Source: an optimization exercise on an open RTL-to-GDS flow (aim: small area). Production flows keep margins and buffers that such runs may drop. In this exercise RTL edits were held to simulation tests only and were not proved equivalent to the original.

==> inputs of run X <==
// rsa_block_sequencer
module rsa_block_sequencer #(
    parameter int unsigned KEY_BYTES      = 32,
    parameter int unsigned OUT_BYTES      = 31,
    parameter int unsigned TIMEOUT_CYCLES = 2**20
) (
    input  logic         i_clk,
    input  logic         i_rst_n,
    input  logic [7:0]   i_rx_data,
    input  logic         i_rx_valid,
    output logic         o_rx_ready,
    output logic [7:0]   o_tx_data,
    output logic         o_tx_valid,
    input  logic         i_tx_ready,
    output logic         o_core_start,
    output logic [255:0] o_core_a,
    output logic [255:0] o_core_d,
    output logic [255:0] o_core_n,
    input  logic [255:0] i_core_dec,
    input  logic         i_core_finished,
    input  logic         i_key_reload,
    output logic         o_busy,
    output logic         o_timeout
);
==> module rsa_block_sequencer, before the edit <==
module rsa_block_sequencer #(
    parameter int unsigned KEY_BYTES      = 32,
    parameter int unsigned OUT_BYTES      = 31,
    parameter int unsigned TIMEOUT_CYCLES = 2**20
) (
    input  logic         i_clk,
    input  logic         i_rst_n,
    input  logic [7:0]   i_rx_data,
    input  logic         i_rx_valid,
    output logic         o_rx_ready,
    output logic [7:0]   o_tx_data,
    output logic         o_tx_valid,
    input  logic         i_tx_ready,
    output logic         o_core_start,
    output logic [255:0] o_core_a,
    output logic [255:0] o_core_d,
    output logic [255:0] o_core_n,
    input  logic [255:0] i_core_dec,
    input  logic         i_core_finished,
    input  logic         i_key_reload,
    output logic         o_busy,
    output logic         o_timeout
);
    localparam int unsigned OutW = 8 * OUT_BYTES;
    localparam logic [2:0] StKeyN = 3'b000, StKeyD = 3'b001, StEnc = 3'b010,
                           StStart = 3'b100, StWait = 3'b101, StSend = 3'b110;
    logic [2:0]   state_q;
    logic [4:0]   cnt_q;        
    logic         pend_q;
    logic [511:0] nd_q;         
    logic [255:0] a_q;
    logic         rx_fire;
    logic         st_key, st_enc, st_start, st_wait, st_send;
    logic         last;
    logic         timeout_q;
    logic         tmo_fire;
    assign o_timeout = timeout_q;
    logic unused;
    assign unused = ^{i_core_dec[255:OutW], KEY_BYTES, TIMEOUT_CYCLES};
    assign st_key   = !state_q[2] && !state_q[1];
    assign st_enc   = !state_q[2] &&  state_q[1];
    assign st_start =  state_q[2] && !state_q[1] && !state_q[0];
    assign st_wait  =  state_q[2] && !state_q[1] &&  state_q[0];
    assign st_send  =  state_q[2] &&  state_q[1];
    assign last     = &cnt_q;
    assign o_rx_ready   = i_rst_n && !state_q[2];
    assign rx_fire      = i_rx_valid && o_rx_ready;
    assign o_tx_valid   = st_send;
    assign o_tx_data    = a_q[255:248];
    assign o_core_start = st_start;
    assign o_busy       = state_q[2];
    assign o_core_a     = a_q;
    assign o_core_n     = nd_q[511:256];
    assign o_core_d     = nd_q[255:0];
    always_ff @(posedge i_clk) begin
        if (i_rx_valid && st_key) nd_q <= {nd_q[503:0], i_rx_data};
        if ((st_wait && i_core_finished) || (i_rx_valid && st_enc) || (st_send && i_tx_ready))
            a_q <= state_q[0] ? {i_core_dec[OutW-1:0], i_rx_data} : {a_q[247:0], i_rx_data};
    end
    always_ff @(posedge i_clk) pend_q <= !st_key && (pend_q || i_key_reload);
    localparam logic [20:0] TmoState = 21'h0aabff;
    logic [20:0] tmo_lfsr_q;
    assign tmo_fire = (tmo_lfsr_q == TmoState);
    always_ff @(posedge i_clk)
        tmo_lfsr_q <= {tmo_lfsr_q[19:0], st_wait && !(tmo_lfsr_q[20] ^ tmo_lfsr_q[18])};
    always_ff @(posedge i_clk or negedge i_rst_n) begin
        if (!i_rst_n) begin
            state_q <= StKeyN;
            cnt_q   <= '0;
            timeout_q <= 1'b0;
        end else begin
            case (state_q)
                StKeyN, StKeyD: begin
                    if (i_key_reload) begin
                        state_q <= StKeyN;
                        cnt_q   <= '0;
                    end else if (rx_fire) begin
                        cnt_q <= cnt_q + 5'd1;
                        if (last) state_q <= state_q[0] ? StEnc : StKeyD;
                    end
                end
                StEnc: begin
                    if (i_key_reload && cnt_q == '0) begin
                        state_q <= StKeyN;
                    end else begin
                        if (rx_fire) begin
                            cnt_q <= cnt_q + 5'd1;
                            if (last) begin
                                state_q <= StStart;
                                timeout_q <= 1'b0;
                            end
                        end
                    end
                end
                StStart: begin
                    state_q <= StWait;
                end
                StWait: begin
                    if (i_core_finished) begin
                        cnt_q   <= cnt_q + 5'd1;    
                        state_q <= StSend;
                    end else begin
                        if (tmo_fire) begin
                            timeout_q <= 1'b1;
                            state_q <= StEnc;
                        end
                    end
                end
                StSend: begin
                    if (i_tx_ready) begin
                        cnt_q <= cnt_q + 5'd1;
                        if (last) begin
                            if (pend_q || i_key_reload) begin
                                state_q <= StKeyN;
                            end else begin
                                state_q <= StEnc;
                            end
                        end
                    end
                end
                default: state_q <= StKeyN;
            endcase
        end
    end
endmodule
clock: 5.0 ns
lec_check: 0
cap_margin: 20
core_area: 2 2 248 248
die_area: 0 0 250 250
gpl_timing_driven: 0
slew_margin: 20
standard.sh (not shown) runs the stock make flow with config.mk's settings and CLKGATE_MAP_FILE= SYNTH_SCRIPT=/design/flow/synth_recipe.tcl, a recipe that flattens the netlist after the stock synthesis.
==> flow/flow/run.sh <==
#!/bin/bash
# The standard layout (standard.sh, unchanged synthesis) with three settings changed:
#  * port buffers use the smallest buffer, sky130_fd_sc_hd__buf_1;
#  * IO pins may sit one routing track apart, so the pins fit on a smaller die;
#  * the clock tree uses clkbuf_8 leaf buffers driving up to 16 registers, without dummy loads.
# All tool output goes to standard.log (and ORFS's per-step logs under orfs/logs).
export BUFFER_PORTS_ARGS="-buffer_cell sky130_fd_sc_hd__buf_1"
export PLACE_PINS_ARGS="-min_distance 1 -min_distance_in_tracks"
export CTS_ARGS="-sink_clustering_enable -repair_clock_nets -dont_use_dummy_load -sink_clustering_size 16 -sink_clustering_max_diameter 60 -buf_list {sky130_fd_sc_hd__clkbuf_8}"
bash standard.sh > standard.log 2>&1
==> run K (differences from run X) <==
--- a/flow/design.v
+++ b/flow/design.v
@@ -27,4 +27,5 @@
     logic [2:0]   state_q;
     logic [4:0]   cnt_q;        
+    logic [14:0]  tmo_hi_q;     
     logic         pend_q;
     logic [511:0] nd_q;         
@@ -58,14 +59,14 @@
             a_q <= state_q[0] ? {i_core_dec[OutW-1:0], i_rx_data} : {a_q[247:0], i_rx_data};
     end
-    always_ff @(posedge i_clk) pend_q <= !st_key && (pend_q || i_key_reload);
-    localparam logic [20:0] TmoState = 21'h0aabff;
-    logic [20:0] tmo_lfsr_q;
-    assign tmo_fire = (tmo_lfsr_q == TmoState);
-    always_ff @(posedge i_clk)
-        tmo_lfsr_q <= {tmo_lfsr_q[19:0], st_wait && !(tmo_lfsr_q[20] ^ tmo_lfsr_q[18])};
+    assign tmo_fire = last && (&tmo_hi_q);
+    always_ff @(posedge i_clk) begin
+        if (st_start) tmo_hi_q <= '0;
+        else if (st_wait && last) tmo_hi_q <= tmo_hi_q + 15'd1;
+    end
     always_ff @(posedge i_clk or negedge i_rst_n) begin
         if (!i_rst_n) begin
             state_q <= StKeyN;
             cnt_q   <= '0;
+            pend_q  <= 1'b0;
             timeout_q <= 1'b0;
         end else begin
@@ -83,5 +84,7 @@
                     if (i_key_reload && cnt_q == '0) begin
                         state_q <= StKeyN;
+                        pend_q  <= 1'b0;
                     end else begin
+                        if (i_key_reload) pend_q <= 1'b1;
                         if (rx_fire) begin
                             cnt_q <= cnt_q + 5'd1;
@@ -94,11 +97,14 @@
                 end
                 StStart: begin
+                    if (i_key_reload) pend_q <= 1'b1;
                     state_q <= StWait;
                 end
                 StWait: begin
+                    if (i_key_reload) pend_q <= 1'b1;
                     if (i_core_finished) begin
-                        cnt_q   <= cnt_q + 5'd1;    
+                        cnt_q   <= 5'd1;    
                         state_q <= StSend;
                     end else begin
+                        cnt_q <= cnt_q + 5'd1;
                         if (tmo_fire) begin
                             timeout_q <= 1'b1;
@@ -108,4 +114,5 @@
                 end
                 StSend: begin
+                    if (i_key_reload) pend_q <= 1'b1;
                     if (i_tx_ready) begin
                         cnt_q <= cnt_q + 5'd1;
@@ -113,4 +120,5 @@
                             if (pend_q || i_key_reload) begin
                                 state_q <= StKeyN;
+                                pend_q  <= 1'b0;
                             end else begin
                                 state_q <= StEnc;
CORE_AREA = 2 2 218 218   (was 2 2 248 248)
DIE_AREA = 0 0 220 220   (was 0 0 250 250)
GPL_TIMING_DRIVEN = not set   (was 0)
==> run Y (differences from run X) <==
--- a/flow/design.v
+++ b/flow/design.v
@@ -27,4 +27,5 @@
     logic [2:0]   state_q;
     logic [4:0]   cnt_q;        
+    logic [14:0]  tmo_hi_q;     
     logic         pend_q;
     logic [511:0] nd_q;         
@@ -38,9 +39,9 @@
     logic unused;
     assign unused = ^{i_core_dec[255:OutW], KEY_BYTES, TIMEOUT_CYCLES};
-    assign st_key   = !state_q[2] && !state_q[1];
-    assign st_enc   = !state_q[2] &&  state_q[1];
-    assign st_start =  state_q[2] && !state_q[1] && !state_q[0];
-    assign st_wait  =  state_q[2] && !state_q[1] &&  state_q[0];
-    assign st_send  =  state_q[2] &&  state_q[1];
+    assign st_key   = (state_q[2:1] == 2'b00);
+    assign st_enc   = (state_q == StEnc);
+    assign st_start = (state_q == StStart);
+    assign st_wait  = (state_q == StWait);
+    assign st_send  = (state_q == StSend);
     assign last     = &cnt_q;
     assign o_rx_ready   = i_rst_n && !state_q[2];
@@ -54,18 +55,20 @@
     assign o_core_d     = nd_q[255:0];
     always_ff @(posedge i_clk) begin
-        if (i_rx_valid && st_key) nd_q <= {nd_q[503:0], i_rx_data};
-        if ((st_wait && i_core_finished) || (i_rx_valid && st_enc) || (st_send && i_tx_ready))
-            a_q <= state_q[0] ? {i_core_dec[OutW-1:0], i_rx_data} : {a_q[247:0], i_rx_data};
+        if (rx_fire && st_key) nd_q <= {nd_q[503:0], i_rx_data};
+        if (st_wait && i_core_finished)
+            a_q[255:8] <= i_core_dec[OutW-1:0];
+        else if ((rx_fire && st_enc) || (st_send && i_tx_ready))
+            a_q <= {a_q[247:0], i_rx_data};
     end
-    always_ff @(posedge i_clk) pend_q <= !st_key && (pend_q || i_key_reload);
-    localparam logic [20:0] TmoState = 21'h0aabff;
-    logic [20:0] tmo_lfsr_q;
-    assign tmo_fire = (tmo_lfsr_q == TmoState);
-    always_ff @(posedge i_clk)
-        tmo_lfsr_q <= {tmo_lfsr_q[19:0], st_wait && !(tmo_lfsr_q[20] ^ tmo_lfsr_q[18])};
+    assign tmo_fire = last && (&tmo_hi_q);
+    always_ff @(posedge i_clk) begin
+        if (st_start) tmo_hi_q <= '0;
+        else if (st_wait && last) tmo_hi_q <= tmo_hi_q + 15'd1;
+    end
     always_ff @(posedge i_clk or negedge i_rst_n) begin
         if (!i_rst_n) begin
             state_q <= StKeyN;
             cnt_q   <= '0;
+            pend_q  <= 1'b0;
             timeout_q <= 1'b0;
         end else begin
@@ -83,5 +86,7 @@
                     if (i_key_reload && cnt_q == '0) begin
                         state_q <= StKeyN;
+                        pend_q  <= 1'b0;
                     end else begin
+                        if (i_key_reload) pend_q <= 1'b1;
                         if (rx_fire) begin
                             cnt_q <= cnt_q + 5'd1;
@@ -94,11 +99,14 @@
                 end
                 StStart: begin
+                    if (i_key_reload) pend_q <= 1'b1;
                     state_q <= StWait;
                 end
                 StWait: begin
+                    if (i_key_reload) pend_q <= 1'b1;
                     if (i_core_finished) begin
-                        cnt_q   <= cnt_q + 5'd1;    
+                        cnt_q   <= 5'd1;    
                         state_q <= StSend;
                     end else begin
+                        cnt_q <= cnt_q + 5'd1;
                         if (tmo_fire) begin
                             timeout_q <= 1'b1;
@@ -108,4 +116,5 @@
                 end
                 StSend: begin
+                    if (i_key_reload) pend_q <= 1'b1;
                     if (i_tx_ready) begin
                         cnt_q <= cnt_q + 5'd1;
@@ -113,4 +122,5 @@
                             if (pend_q || i_key_reload) begin
                                 state_q <= StKeyN;
+                                pend_q  <= 1'b0;
                             end else begin
                                 state_q <= StEnc;
==> flow/flow/run.sh (replaced) <==
#!/bin/bash
export BUFFER_PORTS_ARGS="-buffer_cell sky130_fd_sc_hd__buf_1"
export PLACE_PINS_ARGS="-min_distance 1 -min_distance_in_tracks"
export CTS_ARGS="-sink_clustering_enable -repair_clock_nets -dont_use_dummy_load -sink_clustering_size 20 -sink_clustering_max_diameter 40 -buf_list {sky130_fd_sc_hd__clkbuf_8 sky130_fd_sc_hd__clkbuf_16}"
bash standard.sh > standard.log 2>&1
GPL_TIMING_DRIVEN = not set   (was 0)
==> metrics.md <==
| Metric | Value |
|---|---|
| Clk slew on worst S/H paths | 0.09 ns |
| Flops & latches, synth | 799 |
| Status | finished clean |
| Core Area | 60130 sq um |
| Multi-In Gates | 327 |
| Register area share after synthesis | 86.86% |
| Synth cell types | 48 |
| # fillers | 4854 |
The numbers above come from run X.

==> metrics.md <==
| Metric | Value |
|---|---|
| # fillers | 3154 |
| Status | finished clean |
| Clk slew on worst S/H paths | 0.10 ns |
| Core Area | 46260 sq um |
| Synth cell types | 46 |
| Register area share after synthesis | 85.80% |
| Multi-In Gates | 381 |
The numbers above come from run K.

==> metrics.md <==
| Metric | Value |
|---|---|
| Status | finished clean |
| Multi-In Gates | 384 |
| Clk slew on worst S/H paths | 0.05 ns |
| # fillers | 4753 |
| Synth cell types | 54 |
| Register area share after synthesis | 85.60% |
| Flops & latches, synth | 793 |
The numbers above come from run Y.

[re-timing with driven ports]
Ports are ideal in the flow. The routed layouts listed here were re-timed in OpenROAD. Step 1 sets driving cells, clkbuf_16 on the clock port and buf_2 on the other inputs (assumed; they add their load-dependent delay and slew). Step 2 adds t to the input delays and takes it off the output delays; t is the mean of the earliest and latest rising clock arrival at the registers after step 1. Input paths then give back, and output paths get back, about the clock's delay inside the block. a / b / c = ideal ports / drivers / drivers and shift; a / b = the first two.
run | shift t [ns] | setup slack, ns | pins driven straight from the clock port
run X | 0.724 | 1.309 / 1.273 / 0.549 | 1
run K | 0.718 | 1.536 / 1.536 / 1.536 | 1
run Y | 0.672 | 1.464 / 1.403 / 1.351 | 1
After both steps setup and hold are still met in every run listed. For run X, which loses most, drivers alone change the setup slack by -0.036 ns; drivers and shift together by -0.760 ns.
